Background: an optimization exercise with open tools, aiming at small area, a short achievable clock period and few clock cycles per item. Do not read the settings as production practice.
Where RTL was checked, it was by simulation tests only, not by an equivalence proof against the original.

==> job 7827: inputs <==
## smq_top
module smq_top (
   input  logic        clk,
   input  logic        reset,
   input  logic        src_cmd_val,
   input  logic        src_is_read,
   input  logic [3:0]  src_tag,
   input  logic [15:0] src_addr,
   input  logic [15:0] src_data,
   output logic        src_resp_val,
   output logic [3:0]  src_resp_tag,
   output logic [15:0] src_resp_data,
   output logic        dest_cmd_val,
   output logic        dest_is_read,
   output logic [15:0] dest_addr,
   output logic [15:0] dest_data,
   output logic [3:0]  dest_tag,
   input  logic        dest_resp_val,
   input  logic [3:0]  dest_resp_tag,
   input  logic [15:0] dest_resp_data
);
==> module smq_top, before the edit <==
module smq_top (
   input  logic        clk,
   input  logic        reset,
   input  logic        src_cmd_val,
   input  logic        src_is_read,
   input  logic [3:0]  src_tag,
   input  logic [15:0] src_addr,
   input  logic [15:0] src_data,
   output logic        src_resp_val,
   output logic [3:0]  src_resp_tag,
   output logic [15:0] src_resp_data,
   output logic        dest_cmd_val,
   output logic        dest_is_read,
   output logic [15:0] dest_addr,
   output logic [15:0] dest_data,
   output logic [3:0]  dest_tag,
   input  logic        dest_resp_val,
   input  logic [3:0]  dest_resp_tag,
   input  logic [15:0] dest_resp_data
);
   localparam int N = 16;
   localparam int HB = 10;
   logic [N-1:0]  v;      
   logic [N-1:0]  a;      
   logic [N-1:0]  pv;     
   logic [N-1:0]  y;      
   logic [N-1:0]  rdy;    
   logic [N-1:0]  gnt;    
   logic          any;    
   logic [N-1:0]  rd;
   logic [15:0]   addr [N];
   logic [15:0]   data [N];    
   logic [3:0]    ptag [N];    
   logic [3:0]    ord  [N];
   logic [3:0]    hd, tl;
   logic [3:0]    hd_tag;      
   logic [N-1:0]  hit, wake, match, sel, alloc, hs;
   logic [N-1:0]  rdy_n, gnt_n, rdy_o, wk, new_rdy;
   logic [3:0]    ptag_new, gnt_tag;
   logic          pnew, byp, ret, ret_a, hd_v;
   logic [3:0]    hdt_stay, hdt_next;
   logic [15:0]   hd_data;
   always_comb begin
      alloc = src_cmd_val   ? (N'(1) << src_tag)       : '0;
      hit   = dest_resp_val ? (N'(1) << dest_resp_tag) : '0;
      for (int i = 0; i < N; i++) begin
         wake[i]  = dest_resp_val & (ptag[i] == dest_resp_tag);
         match[i] = v[i] & (addr[i][HB-1:0] == src_addr[HB-1:0]);
      end
      sel  = match & y & ~a;
      pnew = |(sel & ~hit);
      ptag_new = '0;
      for (int i = 0; i < N; i++)
         if (sel[i]) ptag_new = ptag_new | 4'(i);
      byp = src_cmd_val & ~any & ~pnew;
      rdy_o = rdy & ~gnt;
      wk    = v & pv & wake;
      new_rdy = alloc & {N{any & ~pnew}};
      rdy_n = rdy_o | wk | new_rdy;
      gnt_n = (|rdy_o) ? (rdy_o & (~rdy_o + 1'b1)) :
              (src_cmd_val & any & ~pnew) ? new_rdy : wk;
      gnt_tag = '0;
      for (int i = 0; i < N; i++)
         if (gnt[i]) gnt_tag = gnt_tag | 4'(i);
      hs = N'(1) << hd_tag;
      hdt_stay = (src_cmd_val && tl == hd) ? src_tag : hd_tag;
      hdt_next = (src_cmd_val && tl == 4'(hd + 1'b1)) ? src_tag : ord[4'(hd + 1'b1)];
      hd_v   = |(hs & v);
      ret_a  = |(hs & v & a);
      ret    = ret_a | (hd_v & dest_resp_val & (dest_resp_tag == hd_tag));
      hd_data = '0;
      for (int i = 0; i < N; i++)
         if (hs[i]) hd_data = hd_data | data[i];
   end
   always_ff @(posedge clk) begin
      if (reset) begin
         v   <= '0;
         rdy <= '0;
         gnt <= '0;
         any <= 1'b0;
         hd  <= '0;
         hd_tag <= '0;
         tl  <= '0;
         dest_cmd_val <= 1'b0;
         src_resp_val <= 1'b0;
      end else begin
         rdy <= rdy_n;
         gnt <= gnt_n;
         any <= (|rdy_o) | (|wk) | (src_cmd_val & any & ~pnew);
         dest_cmd_val <= any | byp;
         src_resp_val <= ret;
         if (src_cmd_val) tl <= tl + 1'b1;
         if (ret) hd <= hd + 1'b1;
         hd_tag <= ret ? hdt_next : hdt_stay;
         v <= (v & ~(hs & {N{ret}})) | alloc;
      end
   end
   always_ff @(posedge clk) begin
      if (src_cmd_val) ord[tl] <= src_tag;
      for (int i = 0; i < N; i++) begin
         if (alloc[i]) begin
            a[i]    <= 1'b0;
            pv[i]   <= pnew;
            y[i]    <= 1'b1;
            rd[i]   <= src_is_read;
            addr[i] <= src_addr;
            data[i] <= src_data;
            ptag[i] <= ptag_new;
         end else begin
            if (wake[i]) pv[i] <= 1'b0;
            if (src_cmd_val & match[i]) y[i] <= 1'b0;
            if (hit[i]) begin
               a[i]    <= 1'b1;
               data[i] <= dest_resp_data;
            end
         end
      end
   end
   always_ff @(posedge clk) begin
      if (any) begin
         dest_is_read <= 1'b0;
         dest_addr    <= '0;
         dest_data    <= '0;
         for (int i = 0; i < N; i++) begin
            if (gnt[i]) begin
               dest_is_read <= rd[i];
               dest_addr    <= addr[i];
               dest_data    <= data[i];
            end
         end
         dest_tag <= gnt_tag;
      end else begin
         dest_is_read <= src_is_read;
         dest_addr    <= src_addr;
         dest_data    <= src_data;
         dest_tag     <= src_tag;
      end
      src_resp_tag  <= hd_tag;
      src_resp_data <= ret_a ? hd_data : dest_resp_data;
   end
endmodule
Settings: LEC_CHECK=0, CAP_MARGIN=20, CORE_MARGIN=2, CORE_UTILIZATION=60, CTS_BUF_LIST=sky130_fd_sc_hd__clkbuf_8, SETUP_SLACK_MARGIN=3.0, SLEW_MARGIN=20; clock period 5.5 ns.
run.sh (not shown) runs the stock make flow with config.mk's settings and CLKGATE_MAP_FILE= SYNTH_SCRIPT=/design/flow/synth_recipe.tcl, a recipe that flattens the netlist after the stock synthesis.
==> job 8404: changes against job 7827 <==
==> flow/design.v (replaced) <==
`default_nettype none
package smq_pkg;
   localparam int ADDR_W = 16;
   localparam int DATA_W = 16;
   localparam int TAG_W  = 4;
   typedef logic [ADDR_W-1:0] addr_t;
   typedef logic [DATA_W-1:0] data_t;
   typedef logic [TAG_W-1:0]  tag_t;
   typedef enum logic [1:0] {
      st_req,
      st_wait,
      st_resp,
      st_done
   } entry_state_e;
endpackage
`default_nettype wire
`default_nettype none
module smq_top (
   input  logic        clk,
   input  logic        reset,
   input  logic        src_cmd_val,
   input  logic        src_is_read,
   input  logic [3:0]  src_tag,
   input  logic [15:0] src_addr,
   input  logic [15:0] src_data,
   output logic        src_resp_val,
   output logic [3:0]  src_resp_tag,
   output logic [15:0] src_resp_data,
   output logic        dest_cmd_val,
   output logic        dest_is_read,
   output logic [15:0] dest_addr,
   output logic [15:0] dest_data,
   output logic [3:0]  dest_tag,
   input  logic        dest_resp_val,
   input  logic [3:0]  dest_resp_tag,
   input  logic [15:0] dest_resp_data
);
   localparam int N = 16;
   logic [N-1:0]  v;      
   logic [N-1:0]  s;      
   logic [N-1:0]  a;      
   logic [N-1:0]  pv;     
   logic [N-1:0]  y;      
   logic [N-1:0]  rd;
   logic [15:0]   addr [N];
   logic [15:0]   data [N];    
   logic [3:0]    tag  [N];
   logic [3:0]    ptag [N];    
   logic [N-1:0]  hd;          
   logic [3:0]    tl;          
   logic [N-1:0]  hit, wake, match, sel, rdy, gnt, alloc;
   logic [3:0]    ptag_new;
   logic          pnew, byp, ret, ret_a;
   logic [3:0]    hd_tag;
   logic [15:0]   hd_data;
   always_comb begin
      for (int i = 0; i < N; i++) begin
         hit[i]   = dest_resp_val & (tag[i] == dest_resp_tag);
         wake[i]  = dest_resp_val & (ptag[i] == dest_resp_tag);
         match[i] = v[i] & (addr[i] == src_addr);
      end
      sel = match & y & ~a;
      pnew = |(sel & ~hit);
      ptag_new = '0;
      for (int i = 0; i < N; i++)
         if (sel[i]) ptag_new = ptag_new | tag[i];
      rdy = v & ~s & ~pv;
      gnt = rdy & (~rdy + 1'b1);
      byp = src_cmd_val & ~(|rdy) & ~pnew;
      alloc = src_cmd_val ? (N'(1) << tl) : '0;
      ret_a = |(hd & a);
      ret   = |(hd & v & (a | hit));
      hd_tag  = '0;
      hd_data = '0;
      for (int i = 0; i < N; i++) begin
         if (hd[i]) begin
            hd_tag  = hd_tag | tag[i];
            hd_data = hd_data | data[i];
         end
      end
   end
   always_ff @(posedge clk) begin
      if (reset) begin
         v  <= '0;
         hd <= N'(1);
         tl <= '0;
         dest_cmd_val <= 1'b0;
         src_resp_val <= 1'b0;
      end else begin
         dest_cmd_val <= (|rdy) | byp;
         src_resp_val <= ret;
         if (src_cmd_val) tl <= tl + 1'b1;
         if (ret) hd <= {hd[N-2:0], hd[N-1]};
         v <= (v & ~(hd & {N{ret}})) | alloc;
      end
   end
   always_ff @(posedge clk) begin
      for (int i = 0; i < N; i++) begin
         if (alloc[i]) begin
            s[i]    <= byp;
            a[i]    <= 1'b0;
            pv[i]   <= pnew;
            y[i]    <= 1'b1;
            rd[i]   <= src_is_read;
            addr[i] <= src_addr;
            data[i] <= src_data;
            tag[i]  <= src_tag;
            ptag[i] <= ptag_new;
         end else begin
            if (gnt[i]) s[i] <= 1'b1;
            if (wake[i]) pv[i] <= 1'b0;
            if (src_cmd_val & match[i]) y[i] <= 1'b0;
            if (hit[i]) begin
               a[i]    <= 1'b1;
               data[i] <= dest_resp_data;
            end
         end
      end
   end
   always_ff @(posedge clk) begin
      if (|rdy) begin
         for (int i = 0; i < N; i++) begin
            if (gnt[i]) begin
               dest_is_read <= rd[i];
               dest_addr    <= addr[i];
               dest_data    <= data[i];
               dest_tag     <= tag[i];
            end
         end
      end else if (byp) begin
         dest_is_read <= src_is_read;
         dest_addr    <= src_addr;
         dest_data    <= src_data;
         dest_tag     <= src_tag;
      end
      if (ret) begin
         src_resp_tag  <= hd_tag;
         src_resp_data <= ret_a ? hd_data : dest_resp_data;
      end
   end
endmodule
`default_nettype wire
Settings changed: CORE_UTILIZATION 60 to 40, CTS_BUF_LIST sky130_fd_sc_hd__clkbuf_8 to not set, SETUP_SLACK_MARGIN 3.0 to not set.
==> job 6014: changes against job 7827 <==
--- a/flow/design.v
+++ b/flow/design.v
@@ -51,6 +51,7 @@
    logic [3:0]    ord  [N];
    logic [3:0]    hd, tl;
+   logic [N-1:0]  hs;          
    logic [3:0]    hd_tag;      
-   logic [N-1:0]  hit, wake, match, sel, alloc, hs;
+   logic [N-1:0]  hit, wake, match, sel, alloc, hs_stay, hs_next;
    logic [N-1:0]  rdy_n, gnt_n, rdy_o, wk, new_rdy;
    logic [3:0]    ptag_new, gnt_tag;
@@ -80,5 +81,6 @@
       for (int i = 0; i < N; i++)
          if (gnt[i]) gnt_tag = gnt_tag | 4'(i);
-      hs = N'(1) << hd_tag;
+      hs_stay = (src_cmd_val && tl == hd) ? alloc : hs;
+      hs_next = (src_cmd_val && tl == 4'(hd + 1'b1)) ? alloc : (N'(1) << ord[4'(hd + 1'b1)]);
       hdt_stay = (src_cmd_val && tl == hd) ? src_tag : hd_tag;
       hdt_next = (src_cmd_val && tl == 4'(hd + 1'b1)) ? src_tag : ord[4'(hd + 1'b1)];
@@ -97,4 +99,5 @@
          any <= 1'b0;
          hd  <= '0;
+         hs  <= '0;
          hd_tag <= '0;
          tl  <= '0;
@@ -109,4 +112,5 @@
          if (src_cmd_val) tl <= tl + 1'b1;
          if (ret) hd <= hd + 1'b1;
+         hs <= ret ? hs_next : hs_stay;
          hd_tag <= ret ? hdt_next : hdt_stay;
          v <= (v & ~(hs & {N{ret}})) | alloc;
Settings changed: CTS_BUF_LIST sky130_fd_sc_hd__clkbuf_8 to not set.
==> job 1757: changes against job 7827 <==
==> flow/design.v (replaced) <==
`default_nettype none
package smq_pkg;
   localparam int ADDR_W = 16;
   localparam int DATA_W = 16;
   localparam int TAG_W  = 4;
   typedef logic [ADDR_W-1:0] addr_t;
   typedef logic [DATA_W-1:0] data_t;
   typedef logic [TAG_W-1:0]  tag_t;
   typedef enum logic [1:0] {
      st_req,
      st_wait,
      st_resp,
      st_done
   } entry_state_e;
endpackage
`default_nettype wire
`default_nettype none
module smq_top (
   input  logic        clk,
   input  logic        reset,
   input  logic        src_cmd_val,
   input  logic        src_is_read,
   input  logic [3:0]  src_tag,
   input  logic [15:0] src_addr,
   input  logic [15:0] src_data,
   output logic        src_resp_val,
   output logic [3:0]  src_resp_tag,
   output logic [15:0] src_resp_data,
   output logic        dest_cmd_val,
   output logic        dest_is_read,
   output logic [15:0] dest_addr,
   output logic [15:0] dest_data,
   output logic [3:0]  dest_tag,
   input  logic        dest_resp_val,
   input  logic [3:0]  dest_resp_tag,
   input  logic [15:0] dest_resp_data
);
   localparam int N = 16;
   logic [N-1:0]  v;      
   logic [N-1:0]  s;      
   logic [N-1:0]  a;      
   logic [N-1:0]  pv;     
   logic [N-1:0]  y;      
   logic [N-1:0]  rd;
   logic [15:0]   addr [N];
   logic [15:0]   data [N];    
   logic [3:0]    tag  [N];
   logic [3:0]    ptag [N];    
   logic [N-1:0]  hd;          
   logic [3:0]    tl;          
   logic [N-1:0]  hit, wake, match, sel, rdy, gnt, alloc;
   logic [3:0]    ptag_new;
   logic          pnew, byp, ret, ret_a;
   logic [3:0]    hd_tag;
   logic [15:0]   hd_data;
   always_comb begin
      for (int i = 0; i < N; i++) begin
         hit[i]   = dest_resp_val & (tag[i] == dest_resp_tag);
         wake[i]  = dest_resp_val & (ptag[i] == dest_resp_tag);
         match[i] = v[i] & (addr[i] == src_addr);
      end
      sel = match & y & ~a;
      pnew = |(sel & ~hit);
      ptag_new = '0;
      for (int i = 0; i < N; i++)
         if (sel[i]) ptag_new = ptag_new | tag[i];
      rdy = v & ~s & (~pv | wake);
      gnt = rdy & (~rdy + 1'b1);
      byp = src_cmd_val & ~(|rdy) & ~pnew;
      alloc = src_cmd_val ? (N'(1) << tl) : '0;
      ret_a = |(hd & a);
      ret   = |(hd & v & (a | hit));
      hd_tag  = '0;
      hd_data = '0;
      for (int i = 0; i < N; i++) begin
         if (hd[i]) begin
            hd_tag  = hd_tag | tag[i];
            hd_data = hd_data | data[i];
         end
      end
   end
   always_ff @(posedge clk) begin
      if (reset) begin
         v  <= '0;
         hd <= N'(1);
         tl <= '0;
         dest_cmd_val <= 1'b0;
         src_resp_val <= 1'b0;
      end else begin
         dest_cmd_val <= (|rdy) | byp;
         src_resp_val <= ret;
         if (src_cmd_val) tl <= tl + 1'b1;
         if (ret) hd <= {hd[N-2:0], hd[N-1]};
         v <= (v & ~(hd & {N{ret}})) | alloc;
      end
   end
   always_ff @(posedge clk) begin
      for (int i = 0; i < N; i++) begin
         if (alloc[i]) begin
            s[i]    <= byp;
            a[i]    <= 1'b0;
            pv[i]   <= pnew;
            y[i]    <= 1'b1;
            rd[i]   <= src_is_read;
            addr[i] <= src_addr;
            data[i] <= src_data;
            tag[i]  <= src_tag;
            ptag[i] <= ptag_new;
         end else begin
            if (gnt[i]) s[i] <= 1'b1;
            if (wake[i]) pv[i] <= 1'b0;
            if (src_cmd_val & match[i]) y[i] <= 1'b0;
            if (hit[i]) begin
               a[i]    <= 1'b1;
               data[i] <= dest_resp_data;
            end
         end
      end
   end
   always_ff @(posedge clk) begin
      if (|rdy) begin
         for (int i = 0; i < N; i++) begin
            if (gnt[i]) begin
               dest_is_read <= rd[i];
               dest_addr    <= addr[i];
               dest_data    <= data[i];
               dest_tag     <= tag[i];
            end
         end
      end else if (byp) begin
         dest_is_read <= src_is_read;
         dest_addr    <= src_addr;
         dest_data    <= src_data;
         dest_tag     <= src_tag;
      end
      if (ret) begin
         src_resp_tag  <= hd_tag;
         src_resp_data <= ret_a ? hd_data : dest_resp_data;
      end
   end
endmodule
`default_nettype wire
Settings changed: CORE_UTILIZATION 60 to 40, CTS_BUF_LIST sky130_fd_sc_hd__clkbuf_8 to not set, SETUP_SLACK_MARGIN 3.0 to 2.0.
==> flow_metrics.py <==
metrics = {
    "yosys": {
        "synth.most_common_cell": "edfxtp_1",
        "synth_xor_area_frac": 0.0801,
        "synth_top_family_by_area": "compound AO/OA/AOI/OAI gates",
        "synthesis.nets": 3995,
    },
    "cells_and_area": {
        "diodes": 6,
        "multi_input_area_mm2": 0.0171,
    },
    "clocking": {
        "clk-insertion-delay-late_ns": 0.72,
    },
    "power_and_ir_drop": {
        "powerComb_mw": 1.47,
    },
    "worst_setup_path": {
        "cpPeakStageDelay_ns": 1.08,
        "worstPathRequired_ns": 5.83,
    },
    "floorplan": {
        "die_h_um": 329,
    },
    "run_status": {
        "status": "complete, no violations",
    },
    "global_routing": {
        "met3_usage": 0.154,
    },
}
# the run above: job 8404

==> flow_metrics.py <==
metrics = {
    "worst_setup_path": {
        "reg2regPathDepth": 13,
        "worstPathRequired_ns": 5.93,
        "cpPeakStageDelay_ns": 0.50,
        "crit_arrival_ns": 4.00,
        "crit_type": "flop to flop",
    },
    "global_routing": {
        "met3_usage": 0.130,
    },
    "run_status": {
        "status": "complete, no violations",
    },
    "clocking": {
        "clk-insertion-delay-late_ns": 0.69,
        "cts_tree": "built",
    },
    "yosys": {
        "syn_area_mm2": 0.0416,
        "synth.most_common_cell": "edfxtp_1",
        "synth_xor_area_frac": 0.0813,
        "synthesis.nets": 3841,
        "synth_area_leaders": "edfxtp_1 54%, xnor2_1 5.6%, nand2_1 4.8%, o21ai_0 3.7%, dfxtp_1 3.4%",
    },
    "timing": {
        "whs_ns": 0.449,
    },
    "cells_and_area": {
        "diodes": 1,
        "seq_cells": 815,
        "multi_input_area_mm2": 0.0175,
    },
    "floorplan": {
        "die_h_um": 326,
    },
    "power_and_ir_drop": {
        "seq_power_share": 0.467,
    },
}
# the run above: job 1757

==> flow_metrics.py <==
metrics = {
    "run_status": {
        "status": "complete, no violations",
    },
    "yosys": {
        "yosys-top-cells-count": "672 x edfxtp_1, 519 x nand2_1, 208 x clkbuf_1, 188 x nor2_1, 169 x xnor2_1",
        "synthesis.nets": 3420,
        "synth.most_common_cell": "edfxtp_1",
        "synth_xor_area_frac": 0.0541,
    },
    "power_and_ir_drop": {
        "irDropWorstVdd_mv": 0.277,
    },
    "worst_setup_path": {
        "critPathTopFamily": "simple AND/OR/NAND/NOR gates",
        "worstPathRequired_ns": 6.22,
    },
    "cells_and_area": {
        "diodes": 8,
        "inverters": 59,
        "multi_input_area_mm2": 0.0168,
    },
    "floorplan": {
        "die_h_um": 260,
    },
    "clocking": {
        "clk-insertion-delay-late_ns": 0.83,
    },
}
# the run above: job 7827

==> flow_metrics.py <==
metrics = {
    "yosys": {
        "synth_xor_area_frac": 0.0533,
        "synthesis.nets": 3846,
        "synth_top_family_by_area": "simple AND/OR/NAND/NOR gates",
    },
    "cells_and_area": {
        "fill_cells": 4415,
        "diodes": 10,
        "clkCellAreaFrac": 0.0626,
        "layout_commonest_cell": "nand2_1",
    },
    "power_and_ir_drop": {
        "powerComb_mw": 1.66,
    },
    "clocking": {
        "clk-insertion-delay-late_ns": 0.67,
    },
    "global_routing": {
        "met3_usage": 0.223,
    },
    "floorplan": {
        "initial_core_util": 0.607,
        "die_h_um": 262,
    },
    "timing": {
        "max_freq_ghz": 0.356,
    },
    "run_status": {
        "status": "complete, no violations",
    },
    "worst_setup_path": {
        "worstPathRequired_ns": 6.08,
        "cpPeakStageDelay_ns": 0.44,
    },
}
# the run above: job 6014

Testbench counts of job 7827, summed over its fixed seeds: cycles 10,745, items 8,000.
Testbench counts of job 6014, summed over its fixed seeds: cycles 10,745, items 8,000.
Testbench counts of job 1757, summed over its fixed seeds: cycles 10,498, items 8,000.
Only the layout flow was run in job 8404; the RTL was not checked for function there.

## re-timing with driven ports
No port has a modelled driver above. Below, the same layouts with a new extraction and two added sets of constraints. Step 1 sets driving cells, clkbuf_16 on the clock port and buf_2 on the other inputs (assumed; they add their load-dependent delay and slew). Step 2 moves the port delays by t, midway between the first and last clock arrival at a register: inputs arrive t later, outputs are due t later. That takes back most of the time a late clock gives input paths. a / b / c = ideal ports / drivers / drivers and shift; a / b = the first two.
run	t, ns	slack for setup (ns)	hold WS [ns]
job 7827	0.875	2.745 / 2.761 / 1.890	0.456 / 0.456 / 0.456
job 8404	0.774	0.497 / 0.497 / 0.023	0.455 / 0.455 / 0.455
job 6014	0.730	2.694 / 2.717 / 1.987	0.448 / 0.448 / 0.448
job 1757	0.758	1.921 / 1.921 / 1.224	0.449 / 0.449 / 0.449
After both steps setup and hold are still met in every run listed. The setup slack of job 7827, which loses most, moves by +0.016 ns with the drivers and by -0.855 ns with both steps.
